Background: an optimization exercise with open tools, aiming at small area, a short achievable clock period and few clock cycles. Do not read the settings as production practice. The RTL was checked by simulation tests, not by an equivalence proof against the original design. Power figures rest on the tool's default switching activity, not on a simulated workload.

==> inputs of trial 8 <==
// router_top
module router_top (
   input  logic        clk,
   input  logic        reset,
   input  logic [31:0] in_data,      
   input  logic [3:0]  in_last,
   input  logic [3:0]  in_valid,
   output logic [3:0]  in_ready,
   output logic [31:0] out_data,     
   output logic [3:0]  out_last,
   output logic [3:0]  out_valid,
   input  logic [3:0]  out_ready,
   input  logic        csr_wr,
   input  logic        csr_rd,
   input  logic [7:0]  csr_addr,
   input  logic [31:0] csr_wdata,
   output logic [31:0] rdata
);
clock: 8.0 ns
lec_check: 0
cap_margin: 20
core_margin: 2
core_utilization: 60
cts_cluster_diameter: 100
cts_cluster_size: 24
place_density: 0.7
setup_slack_margin: 4.95
slew_margin: 20
run.sh (not shown) runs the stock make flow with config.mk's settings and CLKGATE_MAP_FILE= SYNTH_SCRIPT=/design/flow/synth_recipe.tcl, a recipe that flattens the netlist after the stock synthesis.
==> build 20: changes against trial 8 <==
--- a/flow/design.v
+++ b/flow/design.v
@@ -30,22 +30,18 @@
    logic       acc;
    logic [6:0] pcnt;        
    logic       pdisc;       
    logic       skip;
    logic [1:0]  sa_idx, da_idx;
    logic        sa_rng, da_rng;
    logic [6:0]  len_m1;      
    logic        len_ok;
-   logic [7:0]  chk_l;
-   logic [5:0]  chk_h;
-   logic        brw;
+   logic [13:0] chk;         
    logic        chk_hi;      
-   logic [8:0]  lo_dif;
-   assign lo_dif = {1'b0, chk_l} - {1'b0, in_data};
    assign acc  = in_valid & in_ready;
    assign skip = (pcnt == 7'd0) ? ~port_enable : pdisc;
    logic [2:0] room_q;     
    logic       we_q;
    logic       room_acc, room_idle, nw_acc, nw_idle, slot_ok, ready_next;
    assign room_acc  = we_q ? room_q[0] : room_q[1];
    assign room_idle = we_q ? room_q[1] : room_q[2];
    assign nw_acc    = pcnt >= 7'd63 || pcnt <= 7'd4 || pcnt == 7'd7 || pcnt == 7'd8;
@@ -88,17 +84,17 @@
    logic size_ok, da_ok, sa_ok, crc_ok;
    assign live    = acc & ~skip;
    assign last    = live & in_last;
    assign we      = live & st_q;
    assign wdata   = in_data;
    assign size_ok = len_ok & (len_m1 == pcnt);
    assign da_ok   = da_rng & da_enable[da_idx];
    assign sa_ok   = sa_rng & sa_enable[sa_idx];
-   assign crc_ok  = ~chk_hi & (chk_h == {5'd0, brw}) & (chk_l == in_data);
+   assign crc_ok  = ~chk_hi & (chk == {6'd0, in_data});
    always_ff @(posedge clk) begin
       if (live) begin
          case (pcnt)
             7'd0: begin
                sa_idx <= 2'(in_data - 8'd1);
                sa_rng <= in_data >= 8'd1 && in_data <= 8'd4;
             end
             7'd1: begin
@@ -107,30 +103,25 @@
             end
             7'd2: begin
                len_m1 <= 7'(in_data - 8'd1);
                len_ok <= in_data >= 8'd14 && in_data <= 8'd64;
             end
             7'd3, 7'd4, 7'd5: begin
                if (in_data != 8'd0) len_ok <= 1'b0;
             end
-            7'd6: chk_l <= in_data;
+            7'd6: chk[7:0] <= in_data;
             7'd7: begin
-               chk_h  <= in_data[5:0];
-               brw    <= 1'b0;
-               chk_hi <= in_data[7:6] != 2'd0;
+               chk[13:8] <= in_data[5:0];
+               chk_hi    <= in_data[7:6] != 2'd0;
             end
             7'd8, 7'd9: begin
                if (in_data != 8'd0) chk_hi <= 1'b1;
             end
-            default: begin
-               chk_l <= lo_dif[7:0];
-               brw   <= lo_dif[8];
-               chk_h <= chk_h - {5'd0, brw};
-            end
+            default: chk <= chk - {6'd0, in_data};
          endcase
       end
    end
    assign commit_sa   = sa_idx;
    assign commit_dest = da_idx;
    assign commit_len  = len_m1;
    always_ff @(posedge clk or posedge reset) begin
       if (reset) begin
@@ -406,18 +397,16 @@
    logic [31:0] da_drop;
    logic [31:0] sa_drop;
    logic [31:0] crc_drop;
    logic [2:0]  n_size;    
    logic [2:0]  n_da;
    logic [2:0]  n_sa;
    logic [2:0]  n_crc;
    logic [31:0] rd_value;
-   logic        cy_size, cy_da, cy_sa, cy_crc;    
-   logic [3:0]  cy_in, cy_out;
    logic [2:0] c_size, c_da, c_sa, c_crc;
    always_ff @(posedge clk or posedge reset) begin
       if (reset) begin
          n_size <= 3'd0;
          n_da   <= 3'd0;
          n_sa   <= 3'd0;
          n_crc  <= 3'd0;
       end else begin
@@ -464,79 +453,47 @@
       if (reset) begin
          sa_enable <= 4'd0;
          da_enable <= 4'd0;
          size_drop <= 32'd0;
          da_drop   <= 32'd0;
          sa_drop   <= 32'd0;
          crc_drop  <= 32'd0;
          rdata     <= 32'd0;
-         cy_size   <= 1'b0;
-         cy_da     <= 1'b0;
-         cy_sa     <= 1'b0;
-         cy_crc    <= 1'b0;
-         cy_in     <= 4'd0;
-         cy_out    <= 4'd0;
          for (int i = 0; i < NUM_PORTS; i++) begin
             in_count[i]  <= 32'd0;
             out_count[i] <= 32'd0;
          end
       end else begin
          if (csr_wr && csr_addr == ADDR_SA_ENABLE) begin
             sa_enable <= csr_wdata[NUM_PORTS-1:0];
          end
          if (csr_wr && csr_addr == ADDR_DA_ENABLE) begin
             da_enable <= csr_wdata[NUM_PORTS-1:0];
          end
          if (csr_rd) begin
             rdata <= rd_value;    
          end
-         if (csr_wr && csr_addr == ADDR_SIZE_DROP) begin
-            size_drop <= csr_wdata;
-            cy_size   <= 1'b0;
-         end else begin
-            {cy_size, size_drop[15:0]} <= {1'b0, size_drop[15:0]} + {14'd0, n_size};
-            size_drop[31:16] <= size_drop[31:16] + {15'd0, cy_size};
-         end
-         if (csr_wr && csr_addr == ADDR_DA_DROP) begin
-            da_drop <= csr_wdata;
-            cy_da   <= 1'b0;
-         end else begin
-            {cy_da, da_drop[15:0]} <= {1'b0, da_drop[15:0]} + {14'd0, n_da};
-            da_drop[31:16] <= da_drop[31:16] + {15'd0, cy_da};
-         end
-         if (csr_wr && csr_addr == ADDR_SA_DROP) begin
-            sa_drop <= csr_wdata;
-            cy_sa   <= 1'b0;
-         end else begin
-            {cy_sa, sa_drop[15:0]} <= {1'b0, sa_drop[15:0]} + {14'd0, n_sa};
-            sa_drop[31:16] <= sa_drop[31:16] + {15'd0, cy_sa};
-         end
-         if (csr_wr && csr_addr == ADDR_CRC_DROP) begin
-            crc_drop <= csr_wdata;
-            cy_crc   <= 1'b0;
-         end else begin
-            {cy_crc, crc_drop[15:0]} <= {1'b0, crc_drop[15:0]} + {14'd0, n_crc};
-            crc_drop[31:16] <= crc_drop[31:16] + {15'd0, cy_crc};
-         end
+         if (csr_wr && csr_addr == ADDR_SIZE_DROP) size_drop <= csr_wdata;
+         else size_drop <= size_drop + {29'd0, n_size};
+         if (csr_wr && csr_addr == ADDR_DA_DROP) da_drop <= csr_wdata;
+         else da_drop <= da_drop + {29'd0, n_da};
+         if (csr_wr && csr_addr == ADDR_SA_DROP) sa_drop <= csr_wdata;
+         else sa_drop <= sa_drop + {29'd0, n_sa};
+         if (csr_wr && csr_addr == ADDR_CRC_DROP) crc_drop <= csr_wdata;
+         else crc_drop <= crc_drop + {29'd0, n_crc};
          for (int i = 0; i < NUM_PORTS; i++) begin
-            if (csr_wr && csr_addr == ADDR_IN_COUNT_BASE + 8'(ADDR_COUNT_STRIDE * i)) begin
+            if (csr_wr && csr_addr == ADDR_IN_COUNT_BASE + 8'(ADDR_COUNT_STRIDE * i))
                in_count[i] <= csr_wdata;
-               cy_in[i]    <= 1'b0;
-            end else begin
-               {cy_in[i], in_count[i][15:0]} <= {1'b0, in_count[i][15:0]} + {16'd0, ev_done[i]};
-               in_count[i][31:16] <= in_count[i][31:16] + {15'd0, cy_in[i]};
-            end
-            if (csr_wr && csr_addr == ADDR_OUT_COUNT_BASE + 8'(ADDR_COUNT_STRIDE * i)) begin
+            else
+               in_count[i] <= in_count[i] + {31'd0, ev_done[i]};
+            if (csr_wr && csr_addr == ADDR_OUT_COUNT_BASE + 8'(ADDR_COUNT_STRIDE * i))
                out_count[i] <= csr_wdata;
-               cy_out[i]    <= 1'b0;
-            end else begin
-               {cy_out[i], out_count[i][15:0]} <= {1'b0, out_count[i][15:0]} + {16'd0, out_done[i]};
-               out_count[i][31:16] <= out_count[i][31:16] + {15'd0, cy_out[i]};
-            end
+            else
+               out_count[i] <= out_count[i] + {31'd0, out_done[i]};
          end
       end
    end
 endmodule
 `timescale 1ns/1ps
 module router_top (
    input  logic        clk,
    input  logic        reset,
Settings changed: CORE_UTILIZATION 60 to 65, PLACE_DENSITY 0.7 to 0.75, SETUP_SLACK_MARGIN 4.95 to 5.0.
==> notes <==
- Of build 20 and trial 8, build 20 has the higher first-iteration DRC count (gap about 20%, measured against trial 8).
- Of trial 8 and build 20, trial 8 has the higher total power (gap about 10%, measured against build 20).
- Clock skew: trial 8 is lower than build 20 (0.0029 ns).
- Between trial 8 and build 20, the lower hold slack is in trial 8 (gap 0.0082 ns).
- Synthesized cell count: build 20 is higher than trial 8 (about 0.6%).
- Of build 20 and trial 8, build 20 has the higher global-route usage (gap 5.1 points).
- In build 20 the routed wire length is higher than in trial 8, by about 8%.
- Between trial 8 and build 20, the lower flip-flop and latch count is in build 20 (gap 16).
- In build 20 the non-clock buffer count is lower than in trial 8, by 40.
- Critical path depth is the same in trial 8 and build 20.
- In trial 8 the sequential power is larger than in build 20, by about 3%.
==> figures <==
quantity	build 20	trial 8
Combinational group power	7.86 mW	10.5 mW
Area of all placed cells without fillers	0.140 mm²	0.141 mm²
Count of state elements after synthesis	2788	2804
Cell internal power dissipation	23.3 mW	25.0 mW
Final critical-path required period	3.12 ns	3.15 ns
Met1 routed wirelength after detailed routing	126000 µm	123000 µm
Adder and majority cell fraction of the synthesized area	2.29%	2.58%
Arrival time reported for the critical path endpoint	1.52 ns	1.55 ns
Postcts setup bufs	114	161
Beginning of the worst register-to-register path	g_in[0].u_store.dhead	g_in[3].u_store.tx_idx[1]
Vias	78400	76000
Total sequential power	17.5 mW	18.1 mW
Run status	no timing/DRC/antenna violations	no timing/DRC/antenna violations
Relative slew margins	18.6%	16.1%
Global routing usage on met3	4.53%	3.58%
Slowest Stage Delay on Critical Path	0.51 ns	0.52 ns
Die width	444 µm	463 µm
Fraction of final layout cells with drive strength greater than 1	21.6%	22.0%
Pin count of the biggest net entering global routing	163	123
GR Util met2	54.3%	47.3%
Proportion of synthesized flip-flops having asynchronous set or reset	27.5%	27.8%
Setup slack of the critical path after layout	4.88 ns	4.85 ns
DP Wirelength	219000 µm	199000 µm
Testbench counts of trial 8, summed over its fixed seeds: cycles 20,773.
Testbench counts of build 20, summed over its fixed seeds: cycles 20,773.

========
==> inputs of ember <==
Another version of the RTL of router_top (not shown whole).
## router_top
module router_top (
   input  logic        clk,
   input  logic        reset,
   input  logic [31:0] in_data,      
   input  logic [3:0]  in_last,
   input  logic [3:0]  in_valid,
   output logic [3:0]  in_ready,
   output logic [31:0] out_data,     
   output logic [3:0]  out_last,
   output logic [3:0]  out_valid,
   input  logic [3:0]  out_ready,
   input  logic        csr_wr,
   input  logic        csr_rd,
   input  logic [7:0]  csr_addr,
   input  logic [31:0] csr_wdata,
   output logic [31:0] rdata
);
clock: 8.0 ns
lec_check: 0
cap_margin: 20
core_margin: 2
core_utilization: 65
cts_cluster_diameter: 100
cts_cluster_size: 24
place_density: 0.75
setup_slack_margin: 4.95
slew_margin: 20
==> indigo (differences from ember) <==
--- a/flow/design.v
+++ b/flow/design.v
@@ -27,90 +27,112 @@
    output logic       ev_crc_drop
 );
    logic       acc;
    logic [6:0] pcnt;        
    logic       pdisc;       
-   logic       skip;
+   logic       disc_now;
+   logic       s1_v;
+   logic [7:0] s1_d;
+   logic       s1_l;
+   logic [6:0] s1_idx;
+   logic       s1_skip;
    logic [1:0]  sa_idx, da_idx;
    logic        sa_rng, da_rng;
    logic [6:0]  len_m1;      
    logic        len_ok;
    logic [13:0] chk;         
    logic        chk_hi;      
-   assign acc  = in_valid & in_ready;
-   assign skip = (pcnt == 7'd0) ? ~port_enable : pdisc;
-   logic [2:0] room_q;     
+   assign acc      = in_valid & in_ready;
+   assign disc_now = (pcnt == 7'd0) ? ~port_enable : pdisc;
+   logic [3:0] room_q;     
    logic       we_q;
+   logic [1:0] k;
    logic       room_acc, room_idle, nw_acc, nw_idle, slot_ok, ready_next;
-   assign room_acc  = we_q ? room_q[0] : room_q[1];
-   assign room_idle = we_q ? room_q[1] : room_q[2];
+   assign k         = {1'b0, we_q} + {1'b0, we};
+   assign room_acc  = (k == 2'd0) ? room_q[2] : (k == 2'd1) ? room_q[1] : room_q[0];
+   assign room_idle = (k == 2'd0) ? room_q[3] : (k == 2'd1) ? room_q[2] : room_q[1];
    assign nw_acc    = pcnt >= 7'd63;
    assign nw_idle   = pcnt >= 7'd64;
    assign slot_ok   = ~slots_full | (pcnt < 7'd12);
    assign ready_next = slot_ok & (acc ? (room_acc | (~in_last & nw_acc))
                                       : (room_idle | nw_idle));
    always_ff @(posedge clk or posedge reset) begin
       if (reset) begin
-         room_q   <= 3'h7;
-         we_q     <= 1'b0;
+         room_q <= 4'hf;
+         we_q   <= 1'b0;
+      end else begin
+         we_q   <= we;
+         room_q <= {used <= 9'(DEPTH - 1), used <= 9'(DEPTH - 2),
+                    used <= 9'(DEPTH - 3), used <= 9'(DEPTH - 4)};
+      end
+   end
+   always_ff @(posedge clk or posedge reset) begin
+      if (reset) begin
          in_ready <= 1'b0;
          pcnt     <= 7'd0;
          pdisc    <= 1'b0;
+         s1_v     <= 1'b0;
       end else begin
-         we_q     <= we;
-         room_q   <= {used <= 9'(DEPTH - 1), used <= 9'(DEPTH - 2),
-                      used <= 9'(DEPTH - 3)};
          in_ready <= ready_next;
+         s1_v     <= acc;
          if (acc) begin
-            pdisc <= skip & ~in_last;
+            pdisc <= disc_now & ~in_last;
             if (in_last) pcnt <= 7'd0;
             else if (pcnt < 7'd64) pcnt <= pcnt + 7'd1;
          end
       end
    end
-   logic live, last;
-   logic size_ok, da_ok, sa_ok, crc_ok;
-   assign live    = acc & ~skip;
-   assign last    = live & in_last;
-   assign we      = live & (pcnt < 7'd64);
-   assign wdata   = in_data;
-   assign size_ok = len_ok & (len_m1 == pcnt);
+   always_ff @(posedge clk) begin
+      s1_d    <= in_data;
+      s1_l    <= in_last;
+      s1_idx  <= pcnt;
+      s1_skip <= disc_now;
+   end
+   logic       live, last;
+   logic       size_ok, da_ok, sa_ok, crc_ok;
+   assign live    = s1_v & ~s1_skip;
+   assign last    = live & s1_l;
+   assign we      = live & (s1_idx < 7'd64);
+   assign wdata   = s1_d;
+   assign size_ok = len_ok & (len_m1 == s1_idx);
    assign da_ok   = da_rng & da_enable[da_idx];
    assign sa_ok   = sa_rng & sa_enable[sa_idx];
-   assign crc_ok  = ~chk_hi & (chk == {6'd0, in_data});
+   assign crc_ok  = ~chk_hi & (chk == {6'd0, s1_d});
    always_ff @(posedge clk) begin
       if (live) begin
-         case (pcnt)
+         case (s1_idx)
             7'd0: begin
-               sa_idx <= 2'(in_data - 8'd1);
-               sa_rng <= in_data >= 8'd1 && in_data <= 8'd4;
+               sa_idx <= 2'(s1_d - 8'd1);
+               sa_rng <= s1_d >= 8'd1 && s1_d <= 8'd4;
             end
             7'd1: begin
-               da_idx <= 2'(in_data - 8'd1);
-               da_rng <= in_data >= 8'd1 && in_data <= 8'd4;
+               da_idx <= 2'(s1_d - 8'd1);
+               da_rng <= s1_d >= 8'd1 && s1_d <= 8'd4;
             end
             7'd2: begin
-               len_m1 <= 7'(in_data - 8'd1);
-               len_ok <= in_data >= 8'd14 && in_data <= 8'd64;
+               len_m1 <= 7'(s1_d - 8'd1);
+               len_ok <= s1_d >= 8'd14 && s1_d <= 8'd64;
             end
             7'd3, 7'd4, 7'd5: begin
-               if (in_data != 8'd0) len_ok <= 1'b0;
+               if (s1_d != 8'd0) len_ok <= 1'b0;
             end
-            7'd6: chk[7:0] <= in_data;
+            7'd6: chk[7:0] <= s1_d;
             7'd7: begin
-               chk[13:8] <= in_data[5:0];
-               chk_hi    <= in_data[7:6] != 2'd0;
+               chk[13:8] <= s1_d[5:0];
+               chk_hi    <= s1_d[7:6] != 2'd0;
             end
             7'd8, 7'd9: begin
-               if (in_data != 8'd0) chk_hi <= 1'b1;
+               if (s1_d != 8'd0) chk_hi <= 1'b1;
             end
-            default: chk <= chk - {6'd0, in_data};
+            default: chk <= chk - {6'd0, s1_d};
          endcase
       end
    end
-   assign commit_dest = da_idx;
-   assign commit_len  = len_m1;
+   always_ff @(posedge clk) begin
+      commit_dest <= da_idx;
+      commit_len  <= s1_idx;    
+   end
    always_ff @(posedge clk or posedge reset) begin
       if (reset) begin
          fin_commit   <= 1'b0;
          fin_drop     <= 1'b0;
          ev_done      <= 1'b0;
@@ -216,53 +238,34 @@
    output logic [3:0]  out_done
 );
    localparam int NUM_PORTS = 4;
    logic [3:0] busy;
    logic [7:0] src;           
+   logic [7:0] last_grant;
    logic [6:0] rem [NUM_PORTS];
    logic [3:0] serving;       
    logic [3:0] req [NUM_PORTS];
    logic [1:0] pick [NUM_PORTS];
    logic [3:0] pick_valid;
    logic [3:0] ld;
-   logic [3:0] old [NUM_PORTS];
-   logic [3:0] hv_q, pop_q, newh;
-   assign newh = head_valid & (~hv_q | pop_q);
    always_comb begin : arb
+      logic [1:0] cand;
       for (int j = 0; j < NUM_PORTS; j++) begin
          for (int i = 0; i < NUM_PORTS; i++) begin
             req[j][i] = head_valid[i] & ~serving[i] & (head_dest[2*i +: 2] == 2'(j));
          end
-         pick[j]       = 2'd0;
+         pick[j]       = last_grant[2*j +: 2];
          pick_valid[j] = 1'b0;
-         for (int i = 0; i < NUM_PORTS; i++) begin
-            if (req[j][i] && (req[j] & old[i]) == 4'd0) begin
-               pick[j]       = 2'(i);
+         for (int k = 1; k <= NUM_PORTS; k++) begin
+            cand = last_grant[2*j +: 2] + 2'(k);
+            if (!pick_valid[j] && req[j][cand]) begin
+               pick[j]       = cand;
                pick_valid[j] = 1'b1;
             end
          end
       end
    end
-   always_ff @(posedge clk or posedge reset) begin
-      if (reset) begin
-         hv_q  <= 4'd0;
-         pop_q <= 4'd0;
-         for (int i = 0; i < NUM_PORTS; i++) old[i] <= 4'd0;
-      end else begin
-         hv_q  <= head_valid;
-         pop_q <= pop;
-         for (int i = 0; i < NUM_PORTS; i++) begin
-            for (int k = 0; k < NUM_PORTS; k++) begin
-               if (i != k) begin
-                  if (newh[i] && newh[k]) old[i][k] <= k < i;
-                  else if (newh[i]) old[i][k] <= 1'b1;
-                  else if (newh[k]) old[i][k] <= 1'b0;
-               end
-            end
-         end
-      end
-   end
    always_comb begin
       rd_inc = 4'd0;
       pop    = 4'd0;
       for (int j = 0; j < NUM_PORTS; j++) begin
          ld[j] = busy[j] & rd_valid[src[2*j +: 2]] & (~out_valid[j] | out_ready[j]);
@@ -272,25 +275,23 @@
                pop[i]    = pop[i] | (ld[j] & (rem[j] == 7'd0));
             end
          end
       end
    end
-   always_ff @(posedge clk or posedge reset) begin
-      if (reset) begin
-         out_data <= 32'd0;
-         out_last <= 4'd0;
-      end else for (int j = 0; j < NUM_PORTS; j++) begin
+   always_ff @(posedge clk) begin
+      for (int j = 0; j < NUM_PORTS; j++) begin
          if (ld[j]) begin
             out_data[8*j +: 8] <= rd_data[8*src[2*j +: 2] +: 8];
             out_last[j]        <= rem[j] == 7'd0;
          end
       end
    end
    always_ff @(posedge clk or posedge reset) begin
       if (reset) begin
          busy       <= 4'd0;
          src        <= 8'd0;
+         last_grant <= 8'hff;
          serving    <= 4'd0;
          out_valid  <= 4'd0;
          out_done   <= 4'd0;
          for (int j = 0; j < NUM_PORTS; j++) rem[j] <= 7'd0;
       end else begin
@@ -304,10 +305,11 @@
                if (rem[j] == 7'd0) busy[j] <= 1'b0;
             end
             if ((!busy[j] || (ld[j] && rem[j] == 7'd0)) && pick_valid[j]) begin
                busy[j]              <= 1'b1;
                src[2*j +: 2]        <= pick[j];
+               last_grant[2*j +: 2] <= pick[j];
                rem[j]               <= head_len[7*pick[j] +: 7];
                serving[pick[j]]     <= 1'b1;
             end
          end
       end
==> flow/config.mk (replaced) <==
export PLATFORM = sky130hd
export DESIGN_NAME = router_top
export DESIGN_NICKNAME = router_top
export VERILOG_FILES = /design/flow/design.v
export SDC_FILE = /design/flow/constraint.sdc
export NUM_CORES = 4
export LEC_CHECK = 0
export CAP_MARGIN = 20
export CORE_MARGIN = 2
export CORE_UTILIZATION = 40
export SETUP_SLACK_MARGIN = 4.6
export SLEW_MARGIN = 20
==> comparison <==
- Cell area: ember is lower than indigo (3.5%).
- Maximum frequency: ember is higher than indigo (about 9%).
- Against ember, the clock skew of indigo is higher by 24 ps.
- Between indigo and ember, the lower worst hold slack is in indigo (gap 81 ps).
- Area after synthesis: indigo is higher than ember (1.0%).
- Between indigo and ember, the lower core utilization is in indigo (gap 27 points).
- Of ember and indigo, ember has the higher global-route usage (gap 13 points).
Testbench counts of ember, summed over its fixed seeds: cycles 20,894.
Testbench counts of indigo, summed over its fixed seeds: cycles 20,959.

re-timing with driven ports:
The results above use ideal ports. As a check the final layouts listed here were re-extracted and re-timed, cells and wires unchanged. Step 1 (the two cells are an assumption about what drives the block):
set clk [get_ports {clk}]
set_driving_cell -lib_cell sky130_fd_sc_hd__clkbuf_16 $clk
set_driving_cell -lib_cell sky130_fd_sc_hd__buf_2 [delete_from_list [all_inputs] $clk]
Step 2 adds t to the input delays and takes it off the output delays; t is the mean of the earliest and latest rising clock arrival at the registers after step 1. Input paths then give back, and output paths get back, about the clock's delay inside the block. Three values: no drivers, after step 1, after step 2; two values: the first two.
run | shift t [ns] | setup slack, ns | latest minus earliest clock arrival (ns) | worst data-port slew with drivers (ns)
trial 8 | 0.931 | 4.850 / 4.760 / 4.009 | 0.049 / 0.049 | 0.23
build 20 | 0.933 | 4.883 / 4.792 / 4.041 | 0.042 / 0.043 | 0.19
ember | 0.936 | 4.864 / 4.774 / 4.000 | 0.038 / 0.038 | 0.19
indigo | 1.006 | 4.595 / 4.557 / 3.720 | 0.064 / 0.063 | 0.18
After both steps every run listed still meets setup and hold. The setup slack of indigo, which loses most, moves by -0.038 ns with the drivers and by -0.875 ns with both steps.
